Context: an optimization exercise on an open-source flow, tuned for small area, a short achievable clock period and few clock cycles. The choices shown serve that exercise and are no tape-out recipe.
Power figures rest on the tool's default switching activity, not on a simulated workload.

## tagctrl_top
module tagctrl_top #(
  parameter int unsigned RdDepth = 4,    
  parameter int unsigned DqDepth = 10    
) (
  input  logic                          clk_i,
  input  logic                          reset_i,
  input  logic                          req_valid_i,
  input  logic [31:0]                   req_addr_i,
  input  logic                          req_write_i,
  input  logic [63:0]                   req_wdata_i,
  input  logic                          req_tag_i,
  output logic                          req_ready_o,
  output logic                          rsp_valid_o,
  output logic [63:0]                   rsp_rdata_o,
  output logic                          rsp_tag_o,
  output logic                          rsp_write_o,
  output logic                          rsp_err_o,
  input  logic                          rsp_ready_i,
  output logic                          mem_req_valid_o,
  output logic [28:0]                   mem_req_addr_o,
  output logic                          mem_req_write_o,
  ...
==> flow/config.mk <==
export PLATFORM = sky130hd
export DESIGN_NAME = tagctrl_top
export DESIGN_NICKNAME = tagctrl_top
export VERILOG_FILES = /design/flow/design.v
export SDC_FILE = /design/flow/constraint.sdc
export NUM_CORES = 4
export LEC_CHECK = 0
export CAP_MARGIN = 20
export CORE_MARGIN = 2
export CORE_UTILIZATION = 55
export SETUP_SLACK_MARGIN = 2.8
export SLEW_MARGIN = 20
export TNS_END_PERCENT = 5
==> flow/constraint.sdc <==
create_clock -name core_clock -period 5.0 [get_ports {clk_i}]
set_input_delay 1.0000 -clock core_clock [delete_from_list [all_inputs] [get_ports {clk_i}]]
set_output_delay 1.0000 -clock core_clock [all_outputs]
set_load 0.01 [all_outputs]
standard.sh (not shown) runs the stock make flow with config.mk's settings and CLKGATE_MAP_FILE= SYNTH_SCRIPT=/design/flow/synth_recipe.tcl, a recipe that flattens the netlist after the stock synthesis.
==> flow/flow/run.sh <==
#!/bin/bash
# The standard layout (the standard.sh, standard synthesis included) with two
# make settings changed:
#  - delay cells are added to the don't-use list, so the port buffers and timing
#    repair use ordinary buffers instead of slow delay buffers;
#  - timing repair may swap a cell for one of another footprint.
# Everything else (floorplan, power grid, tap cells, placement, CTS, routing) is
# the standard flow. The make output goes to flow_make.log in the work folder.
set -euo pipefail
PLATFORM_DONT_USE="sky130_fd_sc_hd__probe_p_8 sky130_fd_sc_hd__probec_p_8 sky130_fd_sc_hd__lpflow_bleeder_1 sky130_fd_sc_hd__lpflow_clkbufkapwr_1 sky130_fd_sc_hd__lpflow_clkbufkapwr_16 sky130_fd_sc_hd__lpflow_clkbufkapwr_2 sky130_fd_sc_hd__lpflow_clkbufkapwr_4 sky130_fd_sc_hd__lpflow_clkbufkapwr_8 sky130_fd_sc_hd__lpflow_clkinvkapwr_1 sky130_fd_sc_hd__lpflow_clkinvkapwr_16 sky130_fd_sc_hd__lpflow_clkinvkapwr_2 sky130_fd_sc_hd__lpflow_clkinvkapwr_4 sky130_fd_sc_hd__lpflow_clkinvkapwr_8 sky130_fd_sc_hd__lpflow_decapkapwr_12 sky130_fd_sc_hd__lpflow_decapkapwr_3 sky130_fd_sc_hd__lpflow_decapkapwr_4 sky130_fd_sc_hd__lpflow_decapkapwr_6 sky130_fd_sc_hd__lpflow_decapkapwr_8 sky130_fd_sc_hd__lpflow_inputiso0n_1 sky130_fd_sc_hd__lpflow_inputiso0p_1 sky130_fd_sc_hd__lpflow_inputiso1n_1 sky130_fd_sc_hd__lpflow_inputiso1p_1 sky130_fd_sc_hd__lpflow_inputisolatch_1 sky130_fd_sc_hd__lpflow_isobufsrc_1 sky130_fd_sc_hd__lpflow_isobufsrc_16 sky130_fd_sc_hd__lpflow_isobufsrc_2 sky130_fd_sc_hd__lpflow_isobufsrc_4 sky130_fd_sc_hd__lpflow_isobufsrc_8 sky130_fd_sc_hd__lpflow_isobufsrckapwr_16 sky130_fd_sc_hd__lpflow_lsbuf_lh_hl_isowell_tap_1 sky130_fd_sc_hd__lpflow_lsbuf_lh_hl_isowell_tap_2 sky130_fd_sc_hd__lpflow_lsbuf_lh_hl_isowell_tap_4 sky130_fd_sc_hd__lpflow_lsbuf_lh_isowell_4 sky130_fd_sc_hd__lpflow_lsbuf_lh_isowell_tap_1 sky130_fd_sc_hd__lpflow_lsbuf_lh_isowell_tap_2 sky130_fd_sc_hd__lpflow_lsbuf_lh_isowell_tap_4"
DELAY_CELLS="sky130_fd_sc_hd__clkdlybuf4s15_1 sky130_fd_sc_hd__clkdlybuf4s15_2 sky130_fd_sc_hd__clkdlybuf4s18_1 sky130_fd_sc_hd__clkdlybuf4s18_2 sky130_fd_sc_hd__clkdlybuf4s25_1 sky130_fd_sc_hd__clkdlybuf4s25_2 sky130_fd_sc_hd__clkdlybuf4s50_1 sky130_fd_sc_hd__clkdlybuf4s50_2 sky130_fd_sc_hd__dlygate4sd1_1 sky130_fd_sc_hd__dlygate4sd2_1 sky130_fd_sc_hd__dlygate4sd3_1 sky130_fd_sc_hd__dlymetal6s2s_1 sky130_fd_sc_hd__dlymetal6s4s_1 sky130_fd_sc_hd__dlymetal6s6s_1"
bash standard.sh "DONT_USE_CELLS=$PLATFORM_DONT_USE $DELAY_CELLS" MATCH_CELL_FOOTPRINT=0 finish > flow_make.log 2>&1
Then changed:
--- a/flow/design.v
+++ b/flow/design.v
@@ -231,15 +231,15 @@
       rsp_o.tag   = desc_i.stored_tag;
     end
   end
 endmodule
 `timescale 1ns/1ps
 module tagctrl_top #(
   parameter int unsigned RdDepth = 4,    
-  parameter int unsigned DqDepth = 10    
+  parameter int unsigned DqDepth = 8     
 ) (
   input  logic                          clk_i,
   input  logic                          reset_i,
   input  logic                          req_valid_i,
   input  logic [31:0]                   req_addr_i,
   input  logic                          req_write_i,
   input  logic [63:0]                   req_wdata_i,
@@ -289,15 +289,19 @@
       n_w  = s_w;
     end else begin
       n_v  = take;
       n_iw = in_iw;
       n_w  = req_write_i;
     end
   end
-  assign q_space_d = !qv_q[DqDepth-2];
+  always_comb begin
+    if (q_push && !q_pop)      q_space_d = !qv_q[DqDepth-2];
+    else if (q_pop && !q_push) q_space_d = 1'b1;
+    else                       q_space_d = !qv_q[DqDepth-1];
+  end
   logic [RdDepth-1:0] cr_q;            
   logic               release_rd;
   assign cr_ok   = !cr_q[RdDepth-1] || release_rd;
   assign rd_wait = h_free ? (n_v && n_iw && !n_w) : (hv_q && h_iw && !h_wc && !mv_q);
   assign grant   = rd_wait && cr_ok && q_space_d;
   always_comb begin
     if (h_free) mv_d = n_v && n_iw && q_space_d && (n_w || cr_ok);
@@ -310,41 +314,19 @@
       cr_q <= {cr_q[RdDepth-2:0], 1'b1};
     end else if (release_rd && !grant) begin
       cr_q <= {1'b0, cr_q[RdDepth-1:1]};
     end
   end
   logic [255:0] tags_q;
   logic         h_tag;
-  logic [15:0]  h_whi, h_lo;
-  logic [7:0]   n_idx;
-  logic [15:0]  n_whi, n_lo;
-  assign n_idx = sv_q ? s_a[8:1] : req_addr_i[11:4];
-  always_comb begin
-    for (int j = 0; j < 16; j++) begin
-      n_whi[j] = n_v && n_iw && n_w && (n_idx[7:4] == 4'(j));
-      n_lo[j]  = (n_idx[3:0] == 4'(j));
-    end
-  end
   always_ff @(posedge clk_i) begin
     if (reset_i) begin
-      h_whi <= '0;
-    end else if (h_free) begin
-      h_whi <= n_whi;
-    end
-  end
-  always_ff @(posedge clk_i) begin
-    if (h_free) h_lo <= n_lo;
-  end
-  always_ff @(posedge clk_i) begin
-    for (int i = 0; i < 256; i++) begin
-      if (reset_i) begin
-        tags_q[i] <= 1'b0;
-      end else if (h_whi[i/16] && h_lo[i%16]) begin
-        tags_q[i] <= h_t;
-      end
+      tags_q <= '0;
+    end else if (hv_q && h_iw && h_wc) begin
+      tags_q[h_idx] <= h_t;
     end
   end
   assign h_tag = tags_q[h_idx];
   logic [DqDepth-1:0] qe_q, qw_q, qt_q;   
   logic               new_e, new_w, new_t;
   logic               dh_v, dh_e, dh_w, dh_t, dh_rd;
   assign q_push = h_leave;
@@ -444,31 +426,26 @@
       s_w  <= req_write_i;
       s_d  <= req_wdata_i;
       s_t  <= req_tag_i;
       s_iw <= in_iw;
     end
   end
   always_ff @(posedge clk_i) begin
-    if (reset_i) begin
-      h_idx <= '0;
-    end else if (h_free) begin
-      h_idx <= n_idx;
-    end
-  end
-  always_ff @(posedge clk_i) begin
     if (h_free) begin
       if (sv_q) begin
         h_a   <= s_a;
+        h_idx <= s_a[8:1];
         h_w   <= s_w;
         h_wc  <= s_w;
         h_d   <= s_d;
         h_t   <= s_t;
         h_iw  <= s_iw;
       end else begin
         h_a   <= req_addr_i[31:3];
+        h_idx <= req_addr_i[11:4];
         h_w   <= req_write_i;
         h_wc  <= req_write_i;
         h_d   <= req_wdata_i;
         h_t   <= req_tag_i;
         h_iw  <= in_iw;
       end
     end
Synthesized area goes down by 6.3%.
Wire length goes up by 5.6%.
Cell area goes down by 2.9%.
Utilization goes up by 2.3 points.
Worst setup slack degrades by 0.45 ns.
Die area goes down by 6.2%.
Power goes down by 8.0%.
Sequential power goes down by 5.5%.
Register-to-register slack degrades by 0.45 ns.
Function was not checked in any run of this note: the RTL went through the layout flow alone.

-- what the ideal ports hide --
Ports are ideal in the flow. The routed layouts listed here were re-timed in OpenROAD. Step 1, drivers: a clkbuf_16 drives clk_i and a buf_2 each remaining input, both assumed. Step 2 times the ports against the registers' clock, not the clock port: input delays grow and output delays shrink by t, the midpoint of the rising clock arrivals with the driver on. a / b / c = ideal ports / drivers / drivers and shift; a / b = the first two.
| run | t (ns) | slack for setup (ns) | hold WS [ns] | worst data-port slew with drivers (ns) | pins driven straight from the clock port |
|---|---|---|---|---|---|
| the first run | 0.710 | 2.462 / 2.462 / 1.796 | 0.440 / 0.440 / 0.440 | 0.09 | 1 |
| the second run | 0.691 | 2.016 / 2.016 / 1.890 | 0.433 / 0.433 / 0.433 | 0.08 | 1 |
After both steps setup and hold are still met in every run listed. The setup slack of the first run, which loses most, moves by 0.000 ns with the drivers and by -0.666 ns with both steps.
